Source: an optimization exercise on an open RTL-to-GDS flow (aim: small area and a short achievable clock period). Production flows keep margins and buffers that such runs may drop.
Where RTL was checked, it was by simulation tests only, not by an equivalence proof against the original.
Function not checked in run 1: the RTL went through the layout flow alone.
Power is estimated from default activity; no workload was simulated.

==> flow/design.v (outline; a module is shown in full before it is edited, if it fits) <==
// module goodness_beat_reduce: 2846 lines
// module goodness_acc_tree: 291 lines
// module goodness_total: 168 lines
// module goodness_gt: 85 lines
// module goodness_add24: 166 lines
// module goodness_fa: 7 lines
// module goodness_ha: 7 lines
// module goodness_tracker: 152 lines
module goodness_tracker
#(
  parameter int CORE_NUM            = 4,
  parameter int POST_NEUR_PARALLEL  = 8,
  parameter int POST_NEUR_MEM_WIDTH = 13,
  parameter int GOODNESS_WIDTH      = 24
) (
  input  logic                                                    clk,
  input  logic                                                    rst,
  input  logic [CORE_NUM-1:0]                                     core_valid,
  input  logic [CORE_NUM-1:0]                                     core_last,
  input  logic [CORE_NUM-1:0]                                     core_clear,
  input  logic [CORE_NUM*POST_NEUR_PARALLEL*POST_NEUR_MEM_WIDTH-1:0] core_mem_bus,
  input  logic                                                    mode,
  input  logic [3:0]                                              avg_shift,
  input  logic [GOODNESS_WIDTH-1:0]                               theta,
  output logic [CORE_NUM*GOODNESS_WIDTH-1:0]                      sample_bus,
  output logic [CORE_NUM*GOODNESS_WIDTH-1:0]                      avg_bus,
  output logic [CORE_NUM-1:0]                                     done,
  output logic [CORE_NUM-1:0]                                     above_theta
);
  // ...
==> flow/flow/run.sh <==
#!/bin/bash
set -euo pipefail
bash standard.sh SETUP_SLACK_MARGIN=8.5 \
  "BUFFER_PORTS_ARGS=-buffer_cell sky130_fd_sc_hd__buf_1" finish > standard_flow.log 2>&1
==> flow/standard.sh <==
#!/bin/bash
# synth_recipe.tcl (not shown) runs the flow's synth.tcl, then flattens the netlist and writes it again
# the make line also repeats each setting of config.mk as NAME=value (left out here)
make -C /OpenROAD-flow-scripts/flow DESIGN_CONFIG=/design/flow/config.mk WORK_HOME=/design/flow/orfs CLKGATE_MAP_FILE= SYNTH_SCRIPT=/design/flow/synth_recipe.tcl "${@:-finish}"
==> flow/config.mk <==
export PLATFORM = sky130hd
export DESIGN_NAME = goodness_tracker
export DESIGN_NICKNAME = goodness_tracker
export VERILOG_FILES = /design/flow/design.v
export SDC_FILE = /design/flow/constraint.sdc
export NUM_CORES = 4
export LEC_CHECK = 0
export CAP_MARGIN = 20
export CORE_MARGIN = 2
export CORE_UTILIZATION = 38
export SETUP_SLACK_MARGIN = 5
export SLEW_MARGIN = 20
export SYNTH_HIERARCHICAL = 1
export SYNTH_MINIMUM_KEEP_SIZE = 0
export TNS_END_PERCENT = 10
==> flow/constraint.sdc <==
create_clock -name core_clock -period 15.0 [get_ports {clk}]
set_input_delay 3.0000 -clock core_clock [delete_from_list [all_inputs] [get_ports {clk}]]
set_output_delay 3.0000 -clock core_clock [all_outputs]
set_load 0.01 [all_outputs]
==> out/results.ini, run 1 <==
[clock_network]
cts_tree = done
postCtsResizedCells = 472

[timing]
slew_headroom_pct = 27.2
fin_setup_tns_ns = 0
finalHoldViolCount = 0

[worst_setup_path]
arrival_ns = 7.30
r2r_end = g_core[2].sample_q[13]

[final_layout]
layout_common_cells = fa_1 (2,639), nor2_1 (2,262), nand2_1 (1,018), buf_1 (634)
seq_share_pct = 13.5
n_clock_buffer = 132

[power_and_ir_drop]
seqPwrFrac_pct = 17.6
ir_worst_vdd_uv = 165

[placement]
dpl_cell_area_um2 = 114000

[synth]
synth_mux_area_share_pct = 5.19
yosysWarnings = 7
synth.distinct_cells = 77
synth_area_leaders = fa_1 (46%), nor2_1 (7.4%), dfxtp_1 (7.4%)

[detailed_routing]
firstDrtPassIters = 9
viasPerCell = 5.73
dr_wl_met2_um = 195000
wirelength_um = 450000
wl_per_cell_um = 30.3
highest_layer = met5

[status]
outcome = complete, no violations

[min_path]
worst_hold_path_type = flop to flop
whs_path_depth = 2

==> module goodness_gt, before the edit <==
module goodness_gt (
  input  logic [23:0] s,
  input  logic [23:0] c,
  input  logic [23:0] theta,
  output logic gt
);
  logic [23:0] a, b;
  for (genvar i = 0; i < 24; i++) begin : g_csa
    goodness_fa u_fa (.a(s[i]), .b(c[i]), .c(~theta[i]), .s(a[i]), .co(b[i]));
  end
  logic [23:0] b2, p, g;
  assign b2 = {b[22:0], 1'b0};
  assign p = a ^ b2;
  assign g = a & b2;
  logic tg0, tp0;
  assign tg0 = g[1] | (p[1] & g[0]);
  assign tp0 = p[1] & p[0];
  logic tg1, tp1;
  assign tg1 = g[3] | (p[3] & g[2]);
  assign tp1 = p[3] & p[2];
  logic tg2, tp2;
  assign tg2 = g[5] | (p[5] & g[4]);
  assign tp2 = p[5] & p[4];
  logic tg3, tp3;
  assign tg3 = g[7] | (p[7] & g[6]);
  assign tp3 = p[7] & p[6];
  logic tg4, tp4;
  assign tg4 = g[9] | (p[9] & g[8]);
  assign tp4 = p[9] & p[8];
  logic tg5, tp5;
  assign tg5 = g[11] | (p[11] & g[10]);
  assign tp5 = p[11] & p[10];
  logic tg6, tp6;
  assign tg6 = g[13] | (p[13] & g[12]);
  assign tp6 = p[13] & p[12];
  logic tg7, tp7;
  assign tg7 = g[15] | (p[15] & g[14]);
  assign tp7 = p[15] & p[14];
  logic tg8, tp8;
  assign tg8 = g[17] | (p[17] & g[16]);
  assign tp8 = p[17] & p[16];
  logic tg9, tp9;
  assign tg9 = g[19] | (p[19] & g[18]);
  assign tp9 = p[19] & p[18];
  logic tg10, tp10;
  assign tg10 = g[21] | (p[21] & g[20]);
  assign tp10 = p[21] & p[20];
  logic tg11, tp11;
  assign tg11 = g[23] | (p[23] & g[22]);
  assign tp11 = p[23] & p[22];
  logic tg12, tp12;
  assign tg12 = tg1 | (tp1 & tg0);
  assign tp12 = tp1 & tp0;
  logic tg13, tp13;
  assign tg13 = tg3 | (tp3 & tg2);
  assign tp13 = tp3 & tp2;
  logic tg14, tp14;
  assign tg14 = tg5 | (tp5 & tg4);
  assign tp14 = tp5 & tp4;
  logic tg15, tp15;
  assign tg15 = tg7 | (tp7 & tg6);
  assign tp15 = tp7 & tp6;
  logic tg16, tp16;
  assign tg16 = tg9 | (tp9 & tg8);
  assign tp16 = tp9 & tp8;
  logic tg17, tp17;
  assign tg17 = tg11 | (tp11 & tg10);
  assign tp17 = tp11 & tp10;
  logic tg18, tp18;
  assign tg18 = tg13 | (tp13 & tg12);
  assign tp18 = tp13 & tp12;
  logic tg19, tp19;
  assign tg19 = tg15 | (tp15 & tg14);
  assign tp19 = tp15 & tp14;
  logic tg20, tp20;
  assign tg20 = tg17 | (tp17 & tg16);
  assign tp20 = tp17 & tp16;
  logic tg21, tp21;
  assign tg21 = tg19 | (tp19 & tg18);
  assign tp21 = tp19 & tp18;
  logic tg22, tp22;
  assign tg22 = tg20 | (tp20 & tg21);
  assign tp22 = tp20 & tp21;
  assign gt = b[23] | tg22;
endmodule
==> module goodness_tracker, before the edit <==
module goodness_tracker
#(
  parameter int CORE_NUM            = 4,
  parameter int POST_NEUR_PARALLEL  = 8,
  parameter int POST_NEUR_MEM_WIDTH = 13,
  parameter int GOODNESS_WIDTH      = 24
) (
  input  logic                                                    clk,
  input  logic                                                    rst,
  input  logic [CORE_NUM-1:0]                                     core_valid,
  input  logic [CORE_NUM-1:0]                                     core_last,
  input  logic [CORE_NUM-1:0]                                     core_clear,
  input  logic [CORE_NUM*POST_NEUR_PARALLEL*POST_NEUR_MEM_WIDTH-1:0] core_mem_bus,
  input  logic                                                    mode,
  input  logic [3:0]                                              avg_shift,
  input  logic [GOODNESS_WIDTH-1:0]                               theta,
  output logic [CORE_NUM*GOODNESS_WIDTH-1:0]                      sample_bus,
  output logic [CORE_NUM*GOODNESS_WIDTH-1:0]                      avg_bus,
  output logic [CORE_NUM-1:0]                                     done,
  output logic [CORE_NUM-1:0]                                     above_theta
);
  localparam int P     = POST_NEUR_PARALLEL;
  localparam int M     = POST_NEUR_MEM_WIDTH;
  localparam int G     = GOODNESS_WIDTH;
  localparam int T_W   = 28;    
  localparam int NCUT  = 107;   
  localparam logic [G-1:0] G_MAX = '1;
  for (genvar c = 0; c < CORE_NUM; c++) begin : g_core
    logic             s1_valid;
    logic             s1_last;     
    logic             s2_valid;    
    logic             seeded;
    logic             done_q;
    logic             above_q;
    logic [G-1:0]     acc_q;
    logic [G-1:0]     sample_q;
    logic [G-1:0]     avg_q;
    logic [NCUT-1:0]  cut_q;       
    logic [P*(M-1)-1:0] ny;
    logic [P*(M-1)-1:0] nl;
    logic [NCUT-1:0]  cut;
    logic [T_W-1:0]   tot_s;
    logic [T_W-1:0]   tot_c;
    logic [G-1:0]     tot;
    logic [G-1:0]     acc_sat;
    logic             sat;
    logic             gt;
    logic             above_d;
    logic [3:0]       sh;
    logic [G-1:0]     avg_dn;
    logic [G-1:0]     smp_dn;
    logic [G-1:0]     ema_s;
    logic [G-1:0]     ema_c;
    logic [G-1:0]     avg_next;
    for (genvar n = 0; n < P; n++) begin : g_neur
      logic [M-1:0] v;
      assign v = core_mem_bus[(c*P+n)*M +: M];
      assign ny[n*(M-1) +: M-1] = ~(v[M-2:0] & {(M-1){mode & ~v[M-1]}});
      assign nl[n*(M-1) +: M-1] = ~(v[M-2:0] & {(M-1){~mode & ~v[M-1]}});
    end
    goodness_beat_reduce u_reduce (
      .ny  (ny),
      .nl  (nl),
      .cut (cut)
    );
    always_ff @(posedge clk) begin
      cut_q <= cut;
    end
    goodness_acc_tree u_acc (
      .cut   (cut_q),
      .acc   (acc_q),
      .sum_s (tot_s),
      .sum_c (tot_c)
    );
    goodness_total u_total (
      .s   (tot_s),
      .c   (tot_c),
      .y   (tot),
      .sat (sat)
    );
    assign acc_sat = sat ? G_MAX : tot;
    goodness_gt u_gt (
      .s     (tot_s[G-1:0]),
      .c     (tot_c[G-1:0]),
      .theta (theta),
      .gt    (gt)
    );
    assign above_d = sat ? ~&theta : gt;
    assign sh       = avg_shift;
    assign avg_dn   = avg_q >> sh;
    assign smp_dn   = sample_q >> sh;
    for (genvar i = 0; i < G; i++) begin : g_ema
      goodness_fa u_fa (
        .a  (avg_q[i]),
        .b  (smp_dn[i]),
        .c  (~avg_dn[i]),
        .s  (ema_s[i]),
        .co (ema_c[i])
      );
    end
    goodness_add24 u_ema_add (
      .a (ema_s),
      .b ({ema_c[G-2:0], 1'b1}),
      .y (avg_next)
    );
    always_ff @(posedge clk or posedge rst) begin
      if (rst) begin
        s1_valid <= 1'b0;
        s1_last  <= 1'b0;
        s2_valid <= 1'b0;
        seeded   <= 1'b0;
        done_q   <= 1'b0;
        above_q  <= 1'b0;
        acc_q    <= '0;
        sample_q <= '0;
        avg_q    <= '0;
      end else if (core_clear[c]) begin
        s1_valid <= 1'b0;
        s1_last  <= 1'b0;
        s2_valid <= 1'b0;
        seeded   <= 1'b0;
        done_q   <= 1'b0;
        above_q  <= 1'b0;
        acc_q    <= '0;
        sample_q <= '0;
        avg_q    <= '0;
      end else begin
        s1_valid <= core_valid[c];
        s1_last  <= core_valid[c] & core_last[c];
        done_q   <= s2_valid;
        s2_valid <= s1_last;
        if (s2_valid) begin
          avg_q  <= seeded ? avg_next : sample_q;
          seeded <= 1'b1;
        end
        if (s1_valid) begin
          if (s1_last) begin
            sample_q <= acc_sat;
            above_q  <= above_d;
            acc_q    <= '0;
          end else begin
            acc_q    <= acc_sat;
          end
        end
      end
    end
    assign sample_bus[c*G +: G] = sample_q;
    assign avg_bus[c*G +: G]    = avg_q;
    assign done[c]              = done_q;
    assign above_theta[c]       = above_q;
  end
endmodule
==> run 2, diff against run 1 <==
--- a/flow/design.v
+++ b/flow/design.v
@@ -3312,11 +3312,6 @@
 module goodness_gt (
-  input  logic [23:0] s,
-  input  logic [23:0] c,
-  input  logic [23:0] theta,
+  input  logic [23:0] a,
+  input  logic [23:0] b,
   output logic gt
 );
-  logic [23:0] a, b;
-  for (genvar i = 0; i < 24; i++) begin : g_csa
-    goodness_fa u_fa (.a(s[i]), .b(c[i]), .c(~theta[i]), .s(a[i]), .co(b[i]));
-  end
   logic [23:0] b2, p, g;
@@ -3619,5 +3614,7 @@
     logic [T_W-1:0]   tot_c;
-    logic [G-1:0]     tot;
+    logic [T_W-1:0]   tot;
     logic [G-1:0]     acc_sat;
     logic             sat;
+    logic [G-1:0]     cmp_s;
+    logic [G-1:0]     cmp_c;
     logic             gt;
@@ -3650,18 +3647,22 @@
     );
-    goodness_total u_total (
-      .s   (tot_s),
-      .c   (tot_c),
-      .y   (tot),
-      .sat (sat)
-    );
-    assign acc_sat = sat ? G_MAX : tot;
+    assign tot     = tot_s + tot_c;
+    assign sat     = |tot[T_W-1:G];
+    assign acc_sat = sat ? G_MAX : tot[G-1:0];
+    for (genvar i = 0; i < G; i++) begin : g_cmp
+      goodness_fa u_fa (
+        .a  (tot_s[i]),
+        .b  (tot_c[i]),
+        .c  (~theta[i]),
+        .s  (cmp_s[i]),
+        .co (cmp_c[i])
+      );
+    end
     goodness_gt u_gt (
-      .s     (tot_s[G-1:0]),
-      .c     (tot_c[G-1:0]),
-      .theta (theta),
-      .gt    (gt)
+      .a  (cmp_s),
+      .b  (cmp_c),
+      .gt (gt)
     );
     assign above_d = sat ? ~&theta : gt;
-    assign sh       = avg_shift;
-    assign avg_dn   = avg_q >> sh;
+    assign sh       = avg_shift & {4{seeded}};
+    assign avg_dn   = avg_q >> avg_shift;
     assign smp_dn   = sample_q >> sh;
@@ -3708,3 +3709,3 @@
         if (s2_valid) begin
-          avg_q  <= seeded ? avg_next : sample_q;
+          avg_q  <= avg_next;
           seeded <= 1'b1;
==> out/results.ini, run 2 <==
[synth]
synth_flop_cell = dfxtp_1
syn-instance-count = 11322
synth_area_leaders = fa_1 (46%), dfxtp_1 (7.4%), nor2_1 (7.3%)
ys_top_cells_by_count = fa_1 (2,628), nor2_1 (2,259), nand2_1 (1,445), buf_4 (721), dfxtp_1 (428)
netlist_area_um2 = 115000
yosysMostFrequentCell = fa_1
netlist.area_leader.share_pct = 45.6
yosysWarnings = 7  ; unchanged
synth_edf_count = 0
yosys.area.top_type = fa_1
postSynthAreaPerCell_um2 = 10.2
synth-seq-cells = 740
ys_seq_area_share_pct = 14.2
async_flop_share_pct = 42.2
synth.distinct_cells = 98  ; +27%

[power_and_ir_drop]
power.total_mw = 15.5
power_leakage_nw = 58.1
powerDensity_nw_per_um2 = 130
pwr-share-comb_pct = 68.8
sw_frac_of_total_pct = 48.7
power_switching_mw = 7.55
clockPowerShare_pct = 14.5
p_int_mw = 7.94
ir_worst_vdd_uv = 186  ; +12%
seqPwrFrac_pct = 16.6  ; -1.0 points

[grt]
gr-usage-met3_pct = 7.85
grt_max_degree = 65
grt_pass1_vias = 86663
antenna_found_initial = 17
busiest_layer = met2
grt_overflow_total = 0
grt_usage_pct = 26.4
grt_pass1_wl_um = 596000
gr-usage-met1_pct = 35.6
use_met2_pct = 39.2

[run]
drv_cap = 0

[placement]
dp_hpwl_um = 343000
dpl_cell_area_um2 = 113000  ; -0.57%
place_inst = 14716
place_congestion = 1.03
io_buffers = 658

[floorplanning]
die-area_um2 = 308000
die_h_um = 555
fp.dieW_um = 555
coreArea_um2 = 303000
num_rows = 202
start_util_pct = 38.1
ios = 659

[detailed_routing]
wl_per_cell_um = 27.4  ; -9.4%
num_vias = 82989
viasPerCell = 5.55  ; -3.2%
drtIter0Drc = 8687
wirelength_um = 410000  ; -8.8%
drc = 0
firstDrtPassIters = 6  ; -3
antenna_left = 0

[final_layout]
final_util_pct = 39.2
fillCellCount = 29740
multi_input_comb_area_um2 = 88900
seqCellArea_um2 = 16400
top_register = g_core.cut_q
nets = 14342
layout.cells.non_filler = 14966
largest_reg_flops = 428
syn_to_final_growth_pct = 2.91
design_area_um2 = 119000
mostFrequentLayoutCell = fa_1
drive_gt1_share_pct = 8.48
layout_common_cells = fa_1 (2,623), nor2_1 (2,255), nand2_1 (1,234), buf_1 (651), dfxtp_1 (428)

[timing]
fmax_ghz = 0.151
timing.final.crit_period_ns = 6.63
fin_setup_tns_ns = 0  ; unchanged
grt_setup_unrepaired = yes
finalHoldViolCount = 0  ; unchanged
worst_slew_pin_slew_ns = 1.14
setup_viol = 0
slew_viol_final = 0
skew_ns = 0.0626
post-route-period-util_pct = 44.2
slew_headroom_pct = 24.3  ; -2.9 points

[clock_network]
root_buffer = clkbuf_16
worst_skew_pair.late_latency_ns = 0.74
cts_hold_buffers = 0
cts_made_buffers = 86
clockBufferDepth = 3
cts_tree = done
htree_levels = 3
cts.sinks = 740
clk_pin_slew_worst_paths_ns = 0.06

[status]
outcome = complete, no violations

[worst_setup_path]
crit_fanout = 4
required_ns = 15.60
arrival_ns = 7.24  ; -0.06 ns
critPathKind = input port to flop
rr_worst_depth = 16
setup.worst_path.start_class = input port
cp-end-kind = flop

[min_path]
worst_hold_path_type = flop to flop
whs_path_depth = 2  ; unchanged

run 2: cell count changes in the layout (fill, tap and decap cells not counted), sizes merged, moves of 44 or more:
cell and delta:
nand2 +126, a21oi +121, mux2i +118, inv -101, mux4 -86, a211oi -71, buf -60, a22oi -53
nand3 +44, nor3 +44
run 2: area by class of cell:
cell class              count  share of cell area [%]
flip-flops and latches    740                    13.8
clock buffers             110                    2.02
inverters                 336                    1.08
repair buffers            799                    3.49
multi-input cells        8944                    74.9
clock inverters            50                   0.512
well taps                3978                    4.19
diodes                      9                  0.0190
run 2: timing repair:
item | in CTS | in global routing
setup endpoints to repair | 502 | 191
resized for setup | 290 | 158
gates cloned | 7 | 6
pin swaps | 5 | 31
buffers inserted | 37 | 29
run 2: layer usage:
layer	part of all wire, %	up-vias
met4	5.4	24
met1	40	43085
li1	-	34485
met3	11	765
met5	0.037	-
met2	43	4630
run 2: cells by family after synthesis:
kind of cell | synth area share (%)
AO/OA/AOI/OAI | 6.36
other | 0.0163
multiplexers | 4.19
flip-flops | 14.2
XOR/XNOR | 1.20
buffers and inverters | 9.87
adder cells (fa/ha/maj) | 49.4
AND/OR/NAND/NOR | 14.8
run 2: critical path, cell delays in order:
cell and delay, ns:
buf_1 0.36, inv_1 0.60, fa_1 0.70, ha_1 0.22
and2_0 0.18, a221o_1 0.36, a2111oi_2 0.69, o21ai_1 0.22
a211o_1 0.28, or3_1 0.36, a32o_1 0.24
run 2: worst paths after layout:
check,from,end,slack [ns]
min in group asynchronous,rst,g_core[0].s1_last,2.27
max,theta[18],g_core[3].above_q,8.37
min,g_core[2].acc_q[0],g_core[2].acc_q[0],0.49
min reg2reg,g_core[2].acc_q[0],g_core[2].acc_q[0],0.49
max reg2reg,g_core[1].acc_q[13],g_core[1].above_q,8.66
max in group asynchronous,rst,g_core[1].done_q,9.95
run 2: modules after synthesis, one instance, submodules excluded:
module | flops+latches | times used | cell area (µm²) | cells inside
goodness_gt | 0 | 4 | 464 | 50
goodness_add24 | 0 | 4 | 975 | 125
goodness_tracker | 740 | 1 | 37500 | 4386
goodness_ha | 0 | 64 | 12.5 | 1
goodness_acc_tree | 0 | 4 | 424 | 57
goodness_beat_reduce | 0 | 4 | 4360 | 835
goodness_fa | 0 | 2604 | 20.0 | 1
run 2: power by group through the flow:
stage / combinational [mW] / sequential, mW / clock, mW
finish: 10.7 / 2.58 / 2.25
global route: 11.9 / 2.62 / 2.38
CTS: 10.6 / 2.59 / 2.30
detailed placement: 10.4 / 2.62 / 0
global placement: 10.3 / 2.62 / 0
floorplan: 8.90 / 2.52 / 0
run 2: metrics by stage:
stage	setup WS (ns)	hold WS, ns
finish	8.37	0.494
global route	8.39	0.514
CTS	8.45	0.496
detailed placement	6.44	0.481
global placement	6.50	0.473
floorplan	7.85	0.451

## static timing again, ports no longer ideal
The flow's constraints put no driver on any port. The routed layouts listed below were extracted and timed again, unchanged, in two steps.
Step 1 sets driving cells, clkbuf_16 on the clock port and buf_2 on the other inputs (assumed; they add their load-dependent delay and slew).
Step 2, shift: input delay + t, output delay - t, t = (earliest + latest rising clock arrival at the registers) / 2. This alone moves slack from input paths to output paths.
a / b / c = no drivers / after step 1 / after step 2; a / b = the first two.
| run | t (ns) | setup WS [ns] | cell pins on the clock port's net |
|---|---|---|---|
| run 1 | 0.810 | 8.326 / 8.239 / 7.428 | 1 |
| run 2 | 0.798 | 8.369 / 8.402 / 7.604 | 1 |
After both steps setup and hold are still met in every run listed. For run 1, which loses most, drivers alone change the setup slack by -0.087 ns; drivers and shift together by -0.898 ns.
